Context: an optimization exercise on an open-source flow, tuned for small area, a short achievable clock period and few clock cycles per item. The choices shown serve that exercise and are no tape-out recipe. Where RTL was checked, it was by simulation tests only, not by an equivalence proof against the original. No driver is modelled on the clock port, so clock power and skew are understated where the tree is cut down; a real chip needs a root buffer or a tree. No activity file was given, so power comes from the tool's default toggle rates.

## toy_language_char_tokenizer
module toy_language_char_tokenizer
(
   input  logic        clock,
   input  logic        reset,
   input  logic        req_valid,
   output logic        req_stall,
   input  logic [7:0]  req_char_in,
   input  logic        req_end_of_input,
   output logic        rsp_valid,
   input  logic        rsp_stall,
   output logic [4:0]  rsp_token_kind,
   output logic [4:0]  rsp_text_length,
   output logic [63:0] rsp_text_first,
   output logic [63:0] rsp_text_second,
   output logic        rsp_text_overflow,
   output logic        rsp_last_of_run
);
clock: 5.5 ns
lec_check: 0
abc_clock_period_in_ps: 2200
cap_margin: 20
core_margin: 2
core_utilization: 65
setup_slack_margin: 3.3
slew_margin: 20
standard.sh (not shown) runs the stock make flow with config.mk's settings and CLKGATE_MAP_FILE= SYNTH_SCRIPT=/design/flow/synth_recipe.tcl, a recipe that flattens the netlist after the stock synthesis.
==> flow/flow/run.sh <==
#!/bin/bash
# The standard layout with two changes: plain buffers (not delay cells) on the
# ports, and a two-level clock tree (one root buffer, ten leaf buffers, each
# driving a cluster of nearby flip-flops) in place of ORFS's clock tree, which
# has one level more. ORFS's own output is in standard_flow.log and orfs/logs.
set -euo pipefail
bash standard.sh \
  "BUFFER_PORTS_ARGS=-buffer_cell sky130_fd_sc_hd__buf_1" \
  "PRE_CTS_TCL=$PWD/flow/cts_hook.tcl" \
  finish > standard_flow.log 2>&1
Other scripts of this flow, unchanged in this note and not shown: flow/flow/cts_hook.tcl
Next try:
--- a/flow/design.v
+++ b/flow/design.v
@@ -83,24 +83,22 @@
    logic [1:0] pk;
    logic [4:0] plen;
    logic       povf;
    logic [6:0] text_n [16];
    logic       kwp_if, kwp_out, kwp_while;    
    logic        o_v;
    logic [4:0]  o_kind, o_len;
    logic        o_ovf, o_last;
    logic [7:0]  o_b0;
    logic [15:1] o_hide;        
    logic        o_txt;         
-   logic        s_v;           
-   logic [4:0]  s_kind;
    logic [7:0] text [16];
    for (genvar j = 0; j < 16; j++) begin : g_text_val
       assign text[j] = {1'b0, ~text_n[j]};
    end
    logic       is_none, is_asg, is_sym, is_num, ptext;
    logic       c_oth, kw;
    logic       flush, own_v, start, append;
    logic [4:0] own_kind;
    logic [1:0] pk_in;
    assign is_none = (pk == KIND_NONE);
    assign is_asg  = (pk == KIND_ASSIGN);
@@ -131,31 +129,29 @@
       pk_in = pk;
       if (m_c.c_end || m_c.c_op || (m_c.c_eq && is_asg) || kw) begin
          pk_in = KIND_NONE;
       end else if (m_c.c_eq) begin
          pk_in = KIND_ASSIGN;
       end else if (m_c.c_let) begin
          pk_in = KIND_SYMBOL;
       end else if (m_c.c_dig && !ptext) begin
          pk_in = KIND_NUMBER;
       end
    end
-   logic stay, tok, split, big, sfree, smove, proc, upd;
+   logic stay, tok, step, split, proc, upd;
    assign stay  = o_v & rsp_stall;               
    assign tok   = flush | own_v;
    assign split = flush & own_v;
-   assign sfree = ~stay & ~s_v;                  
-   assign smove = ~stay & s_v;                   
-   assign big  = split | (flush & ptext) | c_oth;
-   assign proc = m_v & ~(append & o_txt) & (~tok | sfree | (smove & ~big));
-   assign upd = m_v & ((start & (~is_num | sfree)) | (append & ~kw & ~o_txt));
+   assign step = m_v & ~(stay & tok) & ~(append & o_txt);
+   assign proc = step & ~split;
+   assign upd = m_v & ((start & (~is_num | ~stay)) | (append & ~kw & ~o_txt));
    logic m_free, acc;
    logic [7:0] in_ch;
    logic       in_eoi;
    assign m_free    = ~m_v | proc;
    assign in_ch     = k_v ? k_ch : req_char_in;
    assign in_eoi    = k_v ? k_eoi : req_end_of_input;
    assign acc       = req_valid & ~k_v;
    logic rs;
    assign req_stall = rs;
    always_ff @(posedge clock) begin
       if (reset) begin
@@ -182,24 +178,24 @@
          m_ch <= in_ch;
          m_c  <= classify(in_ch, in_eoi);
       end
       if (!k_v) begin
          k_ch  <= req_char_in;
          k_eoi <= req_end_of_input;
       end
    end
    always_ff @(posedge clock) begin
       if (reset) begin
          pk <= KIND_NONE;
-      end else if (proc) begin
-         pk <= pk_in;
+      end else if (step) begin
+         pk <= split ? KIND_NONE : pk_in;
       end
    end
    always_ff @(posedge clock) begin
       if (upd) begin
          if (start) begin
             plen      <= 5'd1;
             povf      <= 1'b0;
             kwp_if    <= (m_ch == "i");
             kwp_out   <= 1'b0;
             kwp_while <= 1'b0;
          end else if (append) begin
@@ -208,23 +204,23 @@
             end else begin
                plen <= plen + 5'd1;
             end
             kwp_if    <= 1'b0;
             kwp_out   <= (plen == 5'd1) && (text[0] == "o") && (m_ch == "u");
             kwp_while <= (plen == 5'd3) && (text[0] == "w") && (text[1] == "h")
                          && (text[2] == "i") && (m_ch == "l");
          end
       end
    end
    always_ff @(posedge clock) begin
-      if (m_v && start && (!is_num || sfree)) begin
+      if (m_v && start && (!is_num || !stay)) begin
          text_n[0] <= ~m_ch[6:0];
       end
    end
    for (genvar j = 1; j < 16; j++) begin : g_text
       always_ff @(posedge clock) begin
          if (m_v && append && !o_txt && plen == 5'(j)) begin
             text_n[j] <= ~m_ch[6:0];
          end
       end
    end
    logic [4:0]  t0_kind, t0_len;
@@ -245,59 +241,38 @@
          t0_b0   = ptext ? text[0] : 8'h00;
          for (int j = 1; j < 16; j++) begin
             t0_hide[j] = !(ptext && (plen > 5'(j)));
          end
       end
    end
    always_ff @(posedge clock) begin
       if (reset) begin
          o_v   <= 1'b0;
          o_txt <= 1'b0;
       end else if (!stay) begin
-         if (s_v) begin
-            o_v   <= 1'b1;
-            o_txt <= 1'b0;
-         end else begin
-            o_v   <= proc & tok;
-            o_txt <= proc & tok & ~t0_hide[1];
-         end
-      end
-   end
-   always_ff @(posedge clock) begin
-      if (reset) begin
-         s_v <= 1'b0;
-      end else if (!stay) begin
-         s_v <= proc & (s_v ? tok : split);
+         o_v   <= step & tok;
+         o_txt <= step & tok & ~t0_hide[1];
       end
    end
    always_ff @(posedge clock) begin
       if (!stay) begin
-         if (s_v) begin
-            o_kind <= s_kind;
-            o_len  <= 5'd0;
-            o_ovf  <= 1'b0;
-            o_last <= 1'b1;
-            o_b0   <= 8'h00;
-         end else begin
-            o_kind <= t0_kind;
-            o_len  <= t0_len;
-            o_ovf  <= t0_ovf;
-            o_last <= ~split;
-            o_b0   <= t0_b0;
-         end
-         s_kind <= s_v ? t0_kind : own_kind;
+         o_kind <= t0_kind;
+         o_len  <= t0_len;
+         o_ovf  <= t0_ovf;
+         o_last <= ~split;
+         o_b0   <= t0_b0;
       end
    end
    always_ff @(posedge clock) begin
       for (int j = 1; j < 16; j++) begin
-         o_hide[j] <= stay ? !(o_len > 5'(j)) : (s_v | t0_hide[j]);
+         o_hide[j] <= stay ? !(o_len > 5'(j)) : t0_hide[j];
       end
    end
    assign rsp_valid         = o_v;
    assign rsp_token_kind    = o_kind;
    assign rsp_text_length   = o_len;
    assign rsp_text_overflow = o_ovf;
    assign rsp_last_of_run   = o_last;
    always_comb begin
       rsp_text_first[7:0] = o_b0;
       for (int j = 1; j < 8; j++) begin
          rsp_text_first[8*j +: 8] = {1'b0, ~(text_n[j] | {7{o_hide[j]}})};
Outcome:
- combinational power increases by about 36%
- power came out higher by 4.5%
- final area falls by about 6%
- utilization went down by 3.4 points
- wire length decreases by about 6%
- via count drops by about 7%
Testbench counts after the change, summed over its fixed seeds: cycles 25,414, items 24,000.
No functional check of the RTL was part of the first run of this note. No run of this note takes its clock network from TritonCTS; it comes from the design's own scripts or RTL.

static timing again, ports no longer ideal:
Ports are ideal in the flow. The routed layouts listed here were re-timed in OpenROAD. Step 1 sets driving cells, clkbuf_16 on the clock port and buf_2 on the other inputs (assumed; they add their load-dependent delay and slew). Step 2, shift: input delay + t, output delay - t, t = (earliest + latest rising clock arrival at the registers) / 2. This alone moves slack from input paths to output paths. Three values: no drivers, after step 1, after step 2; two values: the first two.
| run | shift t [ns] | slack for setup (ns) | hold WS [ns] | latest minus earliest clock arrival (ns) | worst slew at a driven data input, ns |
|---|---|---|---|---|---|
| the first run | 0.439 | 3.237 / 3.237 / 2.833 | 0.501 / 0.501 / 0.501 | 0.020 / 0.020 | 0.04 |
| the second run | 0.424 | 3.300 / 3.263 / 2.911 | 0.486 / 0.486 / 0.486 | 0.022 / 0.022 | 0.03 |
After both steps every run listed still meets setup and hold. The setup slack of the first run, which loses most, moves by 0.000 ns with the drivers and by -0.404 ns with both steps.
